What follows belongs to an exercise in optimizing a design on an open flow for small area, a short achievable clock period and few clock cycles; a production flow would make more cautious choices.
Function was checked by simulation only, so behaviour that the tests miss may differ from the original.

==> ember <==
==> flow/design.v (excerpt) <==
module alu_multicycle #(
    parameter int WIDTH   = 32,
    parameter int SHAMT_W = 5
) (
    input  logic               clk,
    input  logic               reset,
    input  logic               start,
    input  logic [3:0]         opCode,
    input  logic [WIDTH-1:0]   in1,
    input  logic [WIDTH-1:0]   in2,
    input  logic [SHAMT_W-1:0] shiftAmt,
    output logic               ready,
    output logic               valid,
    output logic [WIDTH-1:0]   result,
    output logic [WIDTH-1:0]   hi,
    output logic [WIDTH-1:0]   lo,
    output logic               overflow,
    output logic               zero,
    output logic               divByZero
);
    localparam logic [3:0] OP_AND   = 4'b0000;
    localparam logic [3:0] OP_OR    = 4'b0001;
    localparam logic [3:0] OP_ADD   = 4'b0010;
    localparam logic [3:0] OP_SRA   = 4'b0011;
    localparam logic [3:0] OP_SLL   = 4'b0100;
    localparam logic [3:0] OP_SRL   = 4'b0101;
    localparam logic [3:0] OP_SUB   = 4'b0110;
    localparam logic [3:0] OP_SLT   = 4'b0111;
    localparam logic [3:0] OP_SLTU  = 4'b1000;
    localparam logic [3:0] OP_MULT  = 4'b1001;
    localparam logic [3:0] OP_MULTU = 4'b1010;
    localparam logic [3:0] OP_DIV   = 4'b1011;
    localparam logic [3:0] OP_NOR   = 4'b1100;
    localparam logic [3:0] OP_DIVU  = 4'b1101;
    localparam int RUN = 0, MP = 1, MS = 2, DP = 3, DS = 4, DR = 5, DQ = 6;
    logic [6:0] st_q, st_d;
    logic [31:0] a_q, b_q;        
    logic [5:0]  la_q, lb_q;      
    logic        bneg_q;          
    logic [3:0]  op_q;
    logic [4:0]  sh_q;
    logic        sgn_q;           
    logic        alu_q;           
    logic [31:0] h_q, l_q;        
    logic [31:0] r_q;             
    logic        valid_q, sel_lo_q, undef_q, ovf_q, dbz_q;
    logic        qneg_q, rneg_q, dbzp_q;
    logic [4:0]  cnt_q;
    logic        xa_q, xh_q, xl_q, xinv_q;        
    logic        yone_q, ytwo_q, yinv_q, mext_q;  
    logic        zone_q, ztwo_q, zinv_q;          
    logic last, fin, accept, last_q, fin_q, last_d, fin_d;
    assign last   = last_q;
    assign fin    = fin_q;
    assign ready  = st_q[RUN] || fin;
    assign accept = start && ready;
  ...
clock: 8.0 ns
lec_check: 0
cap_margin: 20
core_margin: 2
core_utilization: 40
setup_slack_margin: 3.0
slew_margin: 20
run.sh (not shown) runs the stock make flow with config.mk's settings and CLKGATE_MAP_FILE= SYNTH_SCRIPT=/design/flow/synth_recipe.tcl, a recipe that flattens the netlist after the stock synthesis.
==> inputs of sierra, as changes to ember <==
--- a/flow/design.v
+++ b/flow/design.v
@@ -141,28 +141,24 @@
             OP_SLT:  alu_res = {31'd0, s[31] ^ add_ovf};
             OP_SLTU: alu_res = {31'd0, ~c32};
             default: alu_res = '0;
         endcase
     end
     logic [3:0]  ja, jb;          
     logic        swp;
-    logic [4:0]  dg;
+    logic [4:0]  dg_first, dg_next, dg;
     logic [25:0] upp;
     logic        uinc, udec;
     logic [25:0] all1, all0;      
     assign ja  = 4'((6'd32 - la_q) >> 2);
     assign jb  = 4'((6'd32 - lb_q) >> 2);
     assign swp = (jb < ja);       
-    logic [31:0] mpl;
-    logic        mpl_s;
-    logic [3:0]  dg_i;
-    assign mpl   = (st_q[MP] && swp) ? b_q : a_q;
-    assign mpl_s = (st_q[MP] && swp) ? bn : an;
-    assign dg_i  = st_q[MP] ? (swp ? jb : ja) : 4'(cnt_q - 5'd1);
-    assign dg    = pdig(mpl, mpl_s, dg_i);
+    assign dg_first = swp ? pdig(b_q, bn, jb) : pdig(a_q, an, ja);
+    assign dg_next  = pdig(a_q, an, 4'(cnt_q - 5'd1));
+    assign dg       = st_q[MP] ? dg_first : dg_next;
     assign uinc = !s[39] && s[38];
     assign udec = s[39];
     logic [25:0] p1 [0:5];
     logic [25:0] p0 [0:5];
     always_comb begin
         for (int i = 0; i < 26; i++) begin
             p1[0][i] = (i == 0) ? 1'b1 : h_q[i+1];
@@ -257,17 +253,17 @@
         lb_q <= clz32(in2 ^ {32{acc_sgn && in2[31]}});
         r_q  <= alu_res;
         if (ready) begin
             a_q   <= in1;
             b_q   <= in2;
             sgn_q <= acc_sgn;
         end else begin
-            if (st_q[MP]) begin
-                a_q <= mpl;
-                if (swp) b_q <= a_q;
+            if (st_q[MP] && swp) begin
+                a_q <= b_q;
+                b_q <= a_q;
             end
             if (st_q[DP]) b_q <= sh_out;
             if (st_q[DS]) b_q <= {bneg_q, b_q[31:1]};
         end
         last_q <= last_d;
         if (st_q[MP]) cnt_q <= {1'b0, swp ? jb : ja};
         if (st_q[MS] || st_q[DS]) cnt_q <= cnt_q - 5'd1;
@@ -302,13 +298,13 @@
             sel_lo_q <= 1'b1;
             undef_q  <= 1'b0;
             if (st_q[MS]) ovf_q <= 1'b0;
         end
     end
     assign valid     = valid_q;
     assign result    = sel_lo_q ? l_q : r_q;
-    assign zero      = (result == '0) && !(undef_q && !sel_lo_q);
+    assign zero      = sel_lo_q ? (l_q == '0) : ((r_q == '0) && !undef_q);
     assign hi        = h_q;
     assign lo        = l_q;
     assign overflow  = ovf_q;
     assign divByZero = dbz_q;
 endmodule
- CORE_UTILIZATION: 40 -> 70
- SETUP_SLACK_MARGIN: 3.0 -> 3.25
==> run summary <==
Layout non-clock buf frac: 0.113
Slew headroom: 0.179
area occupied by multi-input gates: 17900 sq um
GRT met2 Usage: 0.602
first-pass GRT wire length: 184 mm
router iterations before antenna repair: 7
die footprint: 63000 sq um
status: finished clean
invs w/o clock: 123
That was ember.
==> run summary <==
Clock Sinks: 217
Log Error: [ERROR GRT-0116] Global routing finished with congestion. Check the congestion regions in the DRC Viewer.
pre-CTS worst setup slack: 2.03 ns
GRT met2 Usage: 0.886
Syn Inst Count: 3168
first-pass GRT wire length: 190 mm
H-tree Lvls: 1
Failed at: 5_1_grt
status: did not finish
That was sierra.
Testbench counts of ember, summed over its fixed seeds: cycles 10,138.
Testbench counts of sierra, summed over its fixed seeds: cycles 10,138.


==> v26: inputs <==
==> flow/design.v <==
module alu_multicycle #(
    parameter int WIDTH   = 32,
    parameter int SHAMT_W = 5
) (
    input  logic               clk,
    input  logic               reset,
    input  logic               start,
    input  logic [3:0]         opCode,
    input  logic [WIDTH-1:0]   in1,
    input  logic [WIDTH-1:0]   in2,
    input  logic [SHAMT_W-1:0] shiftAmt,
    output logic               ready,
    output logic               valid,
    output logic [WIDTH-1:0]   result,
    output logic [WIDTH-1:0]   hi,
    output logic [WIDTH-1:0]   lo,
    output logic               overflow,
    output logic               zero,
    output logic               divByZero
);
    localparam logic [3:0] OP_AND   = 4'b0000;
    localparam logic [3:0] OP_OR    = 4'b0001;
    localparam logic [3:0] OP_ADD   = 4'b0010;
    localparam logic [3:0] OP_SRA   = 4'b0011;
    localparam logic [3:0] OP_SLL   = 4'b0100;
    localparam logic [3:0] OP_SRL   = 4'b0101;
    localparam logic [3:0] OP_SUB   = 4'b0110;
    localparam logic [3:0] OP_SLT   = 4'b0111;
    localparam logic [3:0] OP_SLTU  = 4'b1000;
    localparam logic [3:0] OP_MULT  = 4'b1001;
    localparam logic [3:0] OP_MULTU = 4'b1010;
    localparam logic [3:0] OP_DIV   = 4'b1011;
    localparam logic [3:0] OP_NOR   = 4'b1100;
    localparam logic [3:0] OP_DIVU  = 4'b1101;
    localparam int RUN = 0, MS = 1, DP = 2, DS = 3, DR = 4, DQ = 5;
    logic [5:0] st_q, st_d;
    logic [31:0] a_q, b_q;        
    logic [5:0]  za_q, lb_q;      
    logic        bneg_q;          
    logic [3:0]  op_q;
    logic [4:0]  sh_q;
    logic        sgn_q;           
    logic        alu_q;           
    logic [31:0] h_q, l_q;        
    logic [31:0] r_q;             
    logic        valid_q, sel_lo_q, undef_q, ovf_q, dbz_q;
    logic        qneg_q, rneg_q, dbzp_q;
    logic [4:0]  cnt_q;
    logic        xa_q, xh_q, xl_q, xinv_q;        
    logic        yone_q, ytwo_q, yinv_q, mext_q;  
    logic        zone_q, ztwo_q, zinv_q;          
    logic        msf_q;                           
    logic last, fin, accept, last_q, fin_q, last_d, fin_d;
    assign last   = last_q;
    assign fin    = fin_q;
    assign ready  = st_q[RUN] || fin;
    assign accept = start && ready;
    logic an, bn;                 
    assign an = sgn_q && a_q[31];
    assign bn = sgn_q && b_q[31];
    logic dn, vn;                 
    assign dn = bn;
    assign vn = an;
    function automatic logic [5:0] clz32(input logic [31:0] x);
        logic [15:0] z1; logic [15:0] c1;
        logic [7:0]  z2; logic [15:0] c2;
        logic [3:0]  z3; logic [11:0] c3;
        logic [1:0]  z4; logic [7:0]  c4;
        logic [4:0]  c5;
        integer i;
        for (i = 0; i < 16; i++) begin
            z1[i] = ~x[2*i+1] & ~x[2*i];
            c1[i] = ~x[2*i+1];
        end
        for (i = 0; i < 8; i++) begin
            z2[i] = z1[2*i+1] & z1[2*i];
            c2[2*i +: 2] = z1[2*i+1] ? {1'b1, c1[2*i]} : {1'b0, c1[2*i+1]};
        end
        for (i = 0; i < 4; i++) begin
            z3[i] = z2[2*i+1] & z2[2*i];
            c3[3*i +: 3] = z2[2*i+1] ? {1'b1, c2[2*(2*i) +: 2]} : {1'b0, c2[2*(2*i+1) +: 2]};
        end
        for (i = 0; i < 2; i++) begin
            z4[i] = z3[2*i+1] & z3[2*i];
            c4[4*i +: 4] = z3[2*i+1] ? {1'b1, c3[3*(2*i) +: 3]} : {1'b0, c3[3*(2*i+1) +: 3]};
        end
        c5 = z4[1] ? {1'b1, c4[3:0]} : {1'b0, c4[7:4]};
        clz32 = (z4[1] && z4[0]) ? 6'd32 : {1'b0, c5};
    endfunction
    function automatic logic [4:0] pdig(input logic [31:0] x, input logic s, input logic [3:0] i);
        logic [39:0] e;
        e = {{7{s}}, x, 1'b0};
        pdig = e[4*i +: 5];
    endfunction
    function automatic logic [31:0] rev32(input logic [31:0] x);
        integer i;
        for (i = 0; i < 32; i++) rev32[i] = x[31-i];
    endfunction
    logic [5:0]  za;
    logic [6:0]  dd;
    logic [4:0]  dsh;
    logic [31:0] sh_src, sh_in, sh_y, sh_out;
    logic [4:0]  sh_amt;
    logic        sh_fill, sh_left;
    assign za      = za_q;          
    assign dd      = {1'b0, lb_q} - {1'b0, za};
    assign dsh     = (dd[6] || (lb_q[5] && !vn)) ? 5'd0 : dd[5] ? 5'd31 : dd[4:0];
    assign sh_left = st_q[DP] || (op_q == OP_SLL);
    assign sh_src  = a_q;
    assign sh_amt  = st_q[DP] ? dsh : sh_q;
    assign sh_fill = !st_q[DP] && (op_q == OP_SRA) && a_q[31];
    assign sh_in   = sh_left ? rev32(sh_src) : sh_src;
    assign sh_y    = 32'($signed({sh_fill, sh_in}) >>> sh_amt);
    assign sh_out  = sh_left ? rev32(sh_y) : sh_y;
    logic [39:0] xsrc, xop, yop, zop, csa_s, csa_c, s;
    logic [34:0] pmag, zmag;
    logic        cin;
    always_comb begin
        xsrc = '0;
        if (xa_q) xsrc = {8'd0, a_q};
        if (xh_q) xsrc = {8'd0, h_q};
        if (xl_q) xsrc = {2'b00, st_q[MS] ? h_q[1:0] : 2'b00, l_q, {4{st_q[DQ]}}};
        xsrc[2] = xsrc[2] || zinv_q;              
    end
    assign xop  = xsrc ^ (xl_q ? {4'd0, {32{xinv_q}}, 4'd0} : {8'd0, {32{xinv_q}}});
    assign pmag = yone_q ? {{3{mext_q}}, b_q} : ytwo_q ? {{2{mext_q}}, b_q, 1'b0} : 35'd0;
    assign zmag = zone_q ? {{3{mext_q}}, b_q} : ztwo_q ? {{2{mext_q}}, b_q, 1'b0} : 35'd0;
    assign yop  = {{5{pmag[34]}}, pmag} ^ {40{yinv_q}};
    assign zop  = {{3{zmag[34] ^ zinv_q}}, zmag ^ {35{zinv_q}}, 2'b00};
    assign cin  = yinv_q || xinv_q;
    assign csa_s = xop ^ yop ^ zop;
    assign csa_c = (xop & yop) | (xop & zop) | (yop & zop);
    assign s     = csa_s + {csa_c[38:0], cin};
    logic        add_ovf, c32;
    logic [31:0] alu_res;
    assign add_ovf = (a_q[31] == yop[31]) && (s[31] != a_q[31]);
    assign c32     = s[32] ^ yop[32];
    always_comb begin
        case (op_q)
            OP_AND:  alu_res = a_q & b_q;
            OP_OR:   alu_res = a_q | b_q;
            OP_NOR:  alu_res = ~(a_q | b_q);
            OP_ADD, OP_SUB: alu_res = s[31:0];
            OP_SRA, OP_SLL, OP_SRL: alu_res = sh_out;
            OP_SLT:  alu_res = {31'd0, s[31] ^ add_ovf};
            OP_SLTU: alu_res = {31'd0, ~c32};
            default: alu_res = '0;
        endcase
    end
    logic [4:0]  dg;
    logic [25:0] upp, hu;
    logic        uinc, udec;
    logic [25:0] all1, all0;      
    logic        s1, s2, swp_in, acc_m;
    logic [31:0] x1, x2;
    logic [8:0]  f1, f2, o1, o2;
    logic [4:0]  d1, d2, dg0;
    logic [3:0]  k1, k2, kmin;
    assign s1 = acc_sgn && in1[31];
    assign s2 = acc_sgn && in2[31];
    assign x1 = in1 ^ {32{s1}};
    assign x2 = in2 ^ {32{s2}};
    always_comb begin
        for (int k = 0; k < 8; k++) begin
            f1[k] = ((x1 >> (4*k + 3)) == 32'd0);
            f2[k] = ((x2 >> (4*k + 3)) == 32'd0);
        end
        f1[8] = 1'b1;
        f2[8] = 1'b1;
        o1[0] = f1[0];
        o2[0] = f2[0];
        for (int k = 1; k < 9; k++) begin
            o1[k] = f1[k] && !f1[k-1];
            o2[k] = f2[k] && !f2[k-1];
        end
        d1 = '0;
        d2 = '0;
        k1 = '0;
        k2 = '0;
        for (int k = 0; k < 9; k++) begin
            d1 = d1 | ({5{o1[k]}} & pdig(in1, s1, 4'(k)));
            d2 = d2 | ({5{o2[k]}} & pdig(in2, s2, 4'(k)));
            k1 = k1 | ({4{o1[k]}} & 4'(k));
            k2 = k2 | ({4{o2[k]}} & 4'(k));
        end
    end
    assign swp_in = |(f2 & ~f1);               
    assign dg0    = swp_in ? d2 : d1;
    assign kmin   = swp_in ? k2 : k1;
    assign acc_m  = accept && acc_mul;
    assign dg = acc_m ? dg0 : pdig(a_q, an, 4'(cnt_q - 5'd1));
    assign uinc = !s[39] && s[38];
    assign udec = s[39];
    logic [25:0] p1 [0:5];
    logic [25:0] p0 [0:5];
    assign hu = msf_q ? 26'd0 : h_q[27:2];
    always_comb begin
        for (int i = 0; i < 26; i++) begin
            p1[0][i] = (i == 0) ? 1'b1 : hu[i-1];
            p0[0][i] = (i == 0) ? 1'b1 : !hu[i-1];
        end
        all1[0] = 1'b1;
        all0[0] = 1'b1;
        for (int i = 1; i < 26; i++) begin
            all1[i] = all1[i-1] && p1[0][i];
            all0[i] = all0[i-1] && p0[0][i];
        end
        for (int i = 0; i < 26; i++)
            upp[i] = hu[i] ^ ((uinc && all1[i]) || (udec && all0[i]));
    end
    logic dge;
    assign dge = !s[39];
    logic acc_mul, acc_div, acc_alu, acc_sgn;
    assign acc_mul = (opCode == OP_MULT) || (opCode == OP_MULTU);
    assign acc_div = (opCode == OP_DIV) || (opCode == OP_DIVU);
    assign acc_alu = !acc_mul && !acc_div;
    assign acc_sgn = (opCode == OP_MULT) || (opCode == OP_DIV);
    always_comb begin
        st_d = '0;
        if (st_q[RUN] || fin) begin
            if (accept && acc_mul)      st_d[MS]  = 1'b1;
            else if (accept && acc_div) st_d[DP]  = 1'b1;
            else                        st_d[RUN] = 1'b1;
        end else begin
            if (st_q[MS])                              st_d[MS] = 1'b1;
            if (st_q[DP])                              st_d[DS] = 1'b1;
            if (st_q[DS] && !last)                     st_d[DS] = 1'b1;
            if (st_q[DS] && last && rneg_q)            st_d[DR] = 1'b1;
            if (st_q[DS] && last && !rneg_q)           st_d[DQ] = 1'b1;
            if (st_q[DR])                              st_d[DQ] = 1'b1;
        end
    end
    always_comb begin
        last_d = 1'b0;
        if (st_q[DP])               last_d = (dsh == 5'd0);
        if (st_q[MS] || st_q[DS])   last_d = (cnt_q == 5'd1);
        if (acc_m)                  last_d = (kmin == 4'd0);
        fin_d = (st_d[MS] && last_d) ||
                (st_d[DS] && last_d && !(st_q[DP] ? dn : rneg_q) &&
                 !(st_q[DP] ? ((dn ^ vn) && (a_q != '0)) : qneg_q)) ||
                (st_d[DR] && !qneg_q) || st_d[DQ];
    end
    logic nz_neg, nz_one, nz_two, ny_neg, ny_one, ny_two;
    assign ny_neg = dg[2] && !(dg[1] && dg[0]);
    assign ny_one = dg[1] ^ dg[0];
    assign ny_two = (dg[2] && !dg[1] && !dg[0]) || (!dg[2] && dg[1] && dg[0]);
    assign nz_neg = dg[4] && !(dg[3] && dg[2]);
    assign nz_one = dg[3] ^ dg[2];
    assign nz_two = (dg[4] && !dg[3] && !dg[2]) || (!dg[4] && dg[3] && dg[2]);
    always_ff @(posedge clk or posedge reset) begin
        if (reset) begin
            st_q    <= 6'd1 << RUN;
            fin_q   <= 1'b0;
            valid_q <= 1'b0;
            alu_q   <= 1'b0;
            h_q     <= '0;
            l_q     <= '0;
            dbz_q   <= 1'b0;
        end else begin
            st_q    <= st_d;
            fin_q   <= fin_d;
            valid_q <= (st_q[RUN] && alu_q) || fin;
            alu_q   <= accept && acc_alu;
            if (st_q[MS]) {h_q, l_q} <= {upp, s[37:0]};
            if (st_q[DP]) begin
                h_q   <= s[31:0];
                l_q   <= '0;
                dbz_q <= (a_q == '0);
            end
            if (st_q[DS]) begin
                if (dge) h_q <= s[31:0];
                l_q <= (last && dbzp_q) ? '1 : {l_q[30:0], dge};
            end
            if (st_q[DR]) h_q <= s[31:0];
            if (st_q[DQ]) l_q <= s[35:4];
        end
    end
    always_ff @(posedge clk) begin
        op_q <= opCode;
        sh_q <= shiftAmt;
        za_q <= clz32(s1 ? {x1[30:0], 1'b1} : x1);
        lb_q <= clz32(in2 ^ {32{acc_sgn && in2[31]}});
        r_q  <= alu_res;
        if (ready) begin
            a_q   <= ((acc_mul && swp_in) || acc_div) ? in2 : in1;
            b_q   <= ((acc_mul && swp_in) || acc_div) ? in1 : in2;
            sgn_q <= acc_sgn;
        end else begin
            if (st_q[DP]) b_q <= sh_out;
            if (st_q[DS]) b_q <= {bneg_q, b_q[31:1]};
        end
        last_q <= last_d;
        if (st_q[MS] || st_q[DS]) cnt_q <= cnt_q - 5'd1;
        if (acc_m) cnt_q <= {1'b0, kmin};
        if (st_q[DP]) begin
            cnt_q  <= dsh;
            bneg_q <= vn;
            rneg_q <= dn;
            qneg_q <= (dn ^ vn) && (a_q != '0);
            dbzp_q <= (a_q == '0);
            ovf_q  <= sgn_q && (b_q == 32'h8000_0000) && (a_q == 32'hFFFF_FFFF);
        end
        if (st_q[DR]) rneg_q <= 1'b0;
        xa_q   <= st_d[RUN] && accept;
        xh_q   <= st_d[DS] || st_d[DR];
        xl_q   <= (st_d[MS] && !acc_m) || st_d[DQ];
        msf_q  <= acc_m;
        xinv_q <= st_d[DR] || st_d[DQ];
        yone_q <= (st_d[RUN] && accept) || st_d[DP] || st_d[DS] || (st_d[MS] && ny_one);
        ytwo_q <= st_d[MS] && ny_two;
        yinv_q <= (st_d[RUN] && accept && ((opCode == OP_SUB) || (opCode == OP_SLT) ||
                                           (opCode == OP_SLTU))) ||
                  (st_d[DS] && !(st_q[DP] ? vn : bneg_q)) || (st_d[MS] && ny_neg) ||
                  (st_d[DP] && acc_sgn && in1[31]);
        mext_q <= st_d[MS] ? (acc_m ? (swp_in ? s1 : s2) : bn) :
                  st_d[DS] ? (st_q[DP] ? vn : bneg_q) : 1'b0;
        zone_q <= st_d[MS] && nz_one;
        ztwo_q <= st_d[MS] && nz_two;
        zinv_q <= st_d[MS] && nz_neg;
        if (st_q[RUN] && alu_q) begin
            ovf_q    <= ((op_q == OP_ADD) || (op_q == OP_SUB)) && add_ovf;
            undef_q  <= (op_q == 4'hE) || (op_q == 4'hF);
            sel_lo_q <= 1'b0;
        end else if (fin) begin
            sel_lo_q <= 1'b1;
            undef_q  <= 1'b0;
            if (st_q[MS]) ovf_q <= 1'b0;
        end
    end
    assign valid     = valid_q;
    assign result    = sel_lo_q ? l_q : r_q;
    assign zero      = (result == '0) && !(undef_q && !sel_lo_q);
    assign hi        = h_q;
    assign lo        = l_q;
    assign overflow  = ovf_q;
    assign divByZero = dbz_q;
endmodule
==> flow/run.sh <==
#!/bin/bash
# synth_recipe.tcl (not shown) runs the flow's synth.tcl, then flattens the netlist and writes it again
# the make line also repeats each setting of config.mk as NAME=value (left out here)
make -C /OpenROAD-flow-scripts/flow DESIGN_CONFIG=/design/flow/config.mk WORK_HOME=/design/flow/orfs CLKGATE_MAP_FILE= SYNTH_SCRIPT=/design/flow/synth_recipe.tcl finish
==> flow/config.mk <==
export PLATFORM = sky130hd
export DESIGN_NAME = alu_multicycle
export DESIGN_NICKNAME = alu_multicycle
export VERILOG_FILES = /design/flow/design.v
export SDC_FILE = /design/flow/constraint.sdc
export NUM_CORES = 4
export LEC_CHECK = 0
export ABC_AREA = 1
export CAP_MARGIN = 20
export CORE_MARGIN = 2
export CORE_UTILIZATION = 40
export SETUP_SLACK_MARGIN = 3.35
export SLEW_MARGIN = 20
==> flow/constraint.sdc <==
create_clock -name core_clock -period 8.0 [get_ports {clk}]
set_input_delay 1.6000 -clock core_clock [delete_from_list [all_inputs] [get_ports {clk}]]
set_output_delay 1.6000 -clock core_clock [all_outputs]
set_load 0.01 [all_outputs]
==> inputs of v34, as changes to v26 <==
--- a/flow/design.v
+++ b/flow/design.v
@@ -35,7 +35,7 @@
     localparam int RUN = 0, MS = 1, DP = 2, DS = 3, DR = 4, DQ = 5;
     logic [5:0] st_q, st_d;
     logic [31:0] a_q, b_q;        
-    logic [5:0]  za_q, lb_q;      
+    logic [5:0]  la_q, lb_q;      
     logic        bneg_q;          
     logic [3:0]  op_q;
     logic [4:0]  sh_q;
@@ -58,9 +58,6 @@
     logic an, bn;                 
     assign an = sgn_q && a_q[31];
     assign bn = sgn_q && b_q[31];
-    logic dn, vn;                 
-    assign dn = bn;
-    assign vn = an;
     function automatic logic [5:0] clz32(input logic [31:0] x);
         logic [15:0] z1; logic [15:0] c1;
         logic [7:0]  z2; logic [15:0] c2;
@@ -102,11 +99,11 @@
     logic [31:0] sh_src, sh_in, sh_y, sh_out;
     logic [4:0]  sh_amt;
     logic        sh_fill, sh_left;
-    assign za      = za_q;          
+    assign za      = la_q - {5'd0, an};          
     assign dd      = {1'b0, lb_q} - {1'b0, za};
-    assign dsh     = (dd[6] || (lb_q[5] && !vn)) ? 5'd0 : dd[5] ? 5'd31 : dd[4:0];
+    assign dsh     = (dd[6] || (lb_q[5] && !bn)) ? 5'd0 : dd[5] ? 5'd31 : dd[4:0];
     assign sh_left = st_q[DP] || (op_q == OP_SLL);
-    assign sh_src  = a_q;
+    assign sh_src  = st_q[DP] ? b_q : a_q;
     assign sh_amt  = st_q[DP] ? dsh : sh_q;
     assign sh_fill = !st_q[DP] && (op_q == OP_SRA) && a_q[31];
     assign sh_in   = sh_left ? rev32(sh_src) : sh_src;
@@ -199,12 +196,13 @@
             p1[0][i] = (i == 0) ? 1'b1 : hu[i-1];
             p0[0][i] = (i == 0) ? 1'b1 : !hu[i-1];
         end
-        all1[0] = 1'b1;
-        all0[0] = 1'b1;
-        for (int i = 1; i < 26; i++) begin
-            all1[i] = all1[i-1] && p1[0][i];
-            all0[i] = all0[i-1] && p0[0][i];
-        end
+        for (int k = 0; k < 5; k++)
+            for (int i = 0; i < 26; i++) begin
+                p1[k+1][i] = (i >= (1 << k)) ? (p1[k][i] && p1[k][i - (1 << k)]) : p1[k][i];
+                p0[k+1][i] = (i >= (1 << k)) ? (p0[k][i] && p0[k][i - (1 << k)]) : p0[k][i];
+            end
+        all1 = p1[5];
+        all0 = p0[5];
         for (int i = 0; i < 26; i++)
             upp[i] = hu[i] ^ ((uinc && all1[i]) || (udec && all0[i]));
     end
@@ -236,8 +234,8 @@
         if (st_q[MS] || st_q[DS])   last_d = (cnt_q == 5'd1);
         if (acc_m)                  last_d = (kmin == 4'd0);
         fin_d = (st_d[MS] && last_d) ||
-                (st_d[DS] && last_d && !(st_q[DP] ? dn : rneg_q) &&
-                 !(st_q[DP] ? ((dn ^ vn) && (a_q != '0)) : qneg_q)) ||
+                (st_d[DS] && last_d && !(st_q[DP] ? an : rneg_q) &&
+                 !(st_q[DP] ? ((an ^ bn) && (b_q != '0)) : qneg_q)) ||
                 (st_d[DR] && !qneg_q) || st_d[DQ];
     end
     logic nz_neg, nz_one, nz_two, ny_neg, ny_one, ny_two;
@@ -265,7 +263,7 @@
             if (st_q[DP]) begin
                 h_q   <= s[31:0];
                 l_q   <= '0;
-                dbz_q <= (a_q == '0);
+                dbz_q <= (b_q == '0);
             end
             if (st_q[DS]) begin
                 if (dge) h_q <= s[31:0];
@@ -278,12 +276,12 @@
     always_ff @(posedge clk) begin
         op_q <= opCode;
         sh_q <= shiftAmt;
-        za_q <= clz32(s1 ? {x1[30:0], 1'b1} : x1);
+        la_q <= clz32(in1 ^ {32{acc_sgn && in1[31]}});
         lb_q <= clz32(in2 ^ {32{acc_sgn && in2[31]}});
         r_q  <= alu_res;
         if (ready) begin
-            a_q   <= ((acc_mul && swp_in) || acc_div) ? in2 : in1;
-            b_q   <= ((acc_mul && swp_in) || acc_div) ? in1 : in2;
+            a_q   <= (acc_mul && swp_in) ? in2 : in1;
+            b_q   <= (acc_mul && swp_in) ? in1 : in2;
             sgn_q <= acc_sgn;
         end else begin
             if (st_q[DP]) b_q <= sh_out;
@@ -294,26 +292,25 @@
         if (acc_m) cnt_q <= {1'b0, kmin};
         if (st_q[DP]) begin
             cnt_q  <= dsh;
-            bneg_q <= vn;
-            rneg_q <= dn;
-            qneg_q <= (dn ^ vn) && (a_q != '0);
-            dbzp_q <= (a_q == '0);
-            ovf_q  <= sgn_q && (b_q == 32'h8000_0000) && (a_q == 32'hFFFF_FFFF);
+            bneg_q <= bn;
+            rneg_q <= an;
+            qneg_q <= (an ^ bn) && (b_q != '0);
+            dbzp_q <= (b_q == '0);
+            ovf_q  <= sgn_q && (a_q == 32'h8000_0000) && (b_q == 32'hFFFF_FFFF);
         end
         if (st_q[DR]) rneg_q <= 1'b0;
-        xa_q   <= st_d[RUN] && accept;
+        xa_q   <= (st_d[RUN] && accept) || st_d[DP];
         xh_q   <= st_d[DS] || st_d[DR];
         xl_q   <= (st_d[MS] && !acc_m) || st_d[DQ];
         msf_q  <= acc_m;
-        xinv_q <= st_d[DR] || st_d[DQ];
-        yone_q <= (st_d[RUN] && accept) || st_d[DP] || st_d[DS] || (st_d[MS] && ny_one);
+        xinv_q <= (st_d[DP] && acc_sgn && in1[31]) || st_d[DR] || st_d[DQ];
+        yone_q <= (st_d[RUN] && accept) || st_d[DS] || (st_d[MS] && ny_one);
         ytwo_q <= st_d[MS] && ny_two;
         yinv_q <= (st_d[RUN] && accept && ((opCode == OP_SUB) || (opCode == OP_SLT) ||
                                            (opCode == OP_SLTU))) ||
-                  (st_d[DS] && !(st_q[DP] ? vn : bneg_q)) || (st_d[MS] && ny_neg) ||
-                  (st_d[DP] && acc_sgn && in1[31]);
+                  (st_d[DS] && !(st_q[DP] ? bn : bneg_q)) || (st_d[MS] && ny_neg);
         mext_q <= st_d[MS] ? (acc_m ? (swp_in ? s1 : s2) : bn) :
-                  st_d[DS] ? (st_q[DP] ? vn : bneg_q) : 1'b0;
+                  st_d[DS] ? (st_q[DP] ? bn : bneg_q) : 1'b0;
         zone_q <= st_d[MS] && nz_one;
         ztwo_q <= st_d[MS] && nz_two;
         zinv_q <= st_d[MS] && nz_neg;
ABC_AREA = not set   (was 1)
SETUP_SLACK_MARGIN = 3.0   (was 3.35)
==> comparison table <==
Number of detailed-routing iterations run before antenna repair: v34 8; v26 6
CTS buffer count: v34 28; v26 29
Resized Gates After CTS: v34 115; v26 83
Status: v34 timing/DRC/antenna clean; v26 timing/DRC/antenna clean
CTS clk-pin slew, worst paths: v34 0.07 ns; v26 0.06 ns
Area growth from synthesis to layout: v34 24.0%; v26 21.8%
Placeable core region: v34 61600 µm²; v26 59200 µm²
Reg-to-Reg Start: v34 sgn_q; v26 h_q[6]
Sum of net half-perimeters after detailed placement: v34 100000 µm; v26 99100 µm
Initial antenna violation count: v34 7; v26 4
Post-route worst setup slack: v34 3.06 ns; v26 3.29 ns
Wire length of the first global-routing pass: v34 197000 µm; v26 182000 µm
Terminus of the critical flop-to-flop path: v34 r_q[0]; v26 l_q[19]
Testbench counts of v26, summed over its fixed seeds: cycles 9,466.
Testbench counts of v34, summed over its fixed seeds: cycles 9,466.

port drivers added, routing unchanged:
No port has a modelled driver above. Below, the same layouts with a new extraction and two added sets of constraints.
Step 1, drivers: a clkbuf_16 drives clk and a buf_2 each remaining input, both assumed.
Step 2 adds t to the input delays and takes it off the output delays; t is the mean of the earliest and latest rising clock arrival at the registers after step 1. Input paths then give back, and output paths get back, about the clock's delay inside the block.
Three values: ideal ports, drivers, drivers and shift; two values: the first two.
| run | t, ns | slack for setup (ns) | hold WS [ns] | worst data-port slew with drivers (ns) |
|---|---|---|---|---|
| ember | 0.666 | 3.091 / 3.091 / 2.680 | 0.505 / 0.505 / 0.505 | 0.04 |
| v26 | 0.671 | 3.295 / 3.225 / 2.896 | 0.461 / 0.461 / 0.461 | 0.06 |
| v34 | 0.669 | 3.056 / 3.056 / 2.452 | 0.486 / 0.486 / 0.486 | 0.04 |
After both steps every run listed still meets setup and hold. The setup slack of v34, which loses most, moves by 0.000 ns with the drivers and by -0.604 ns with both steps.
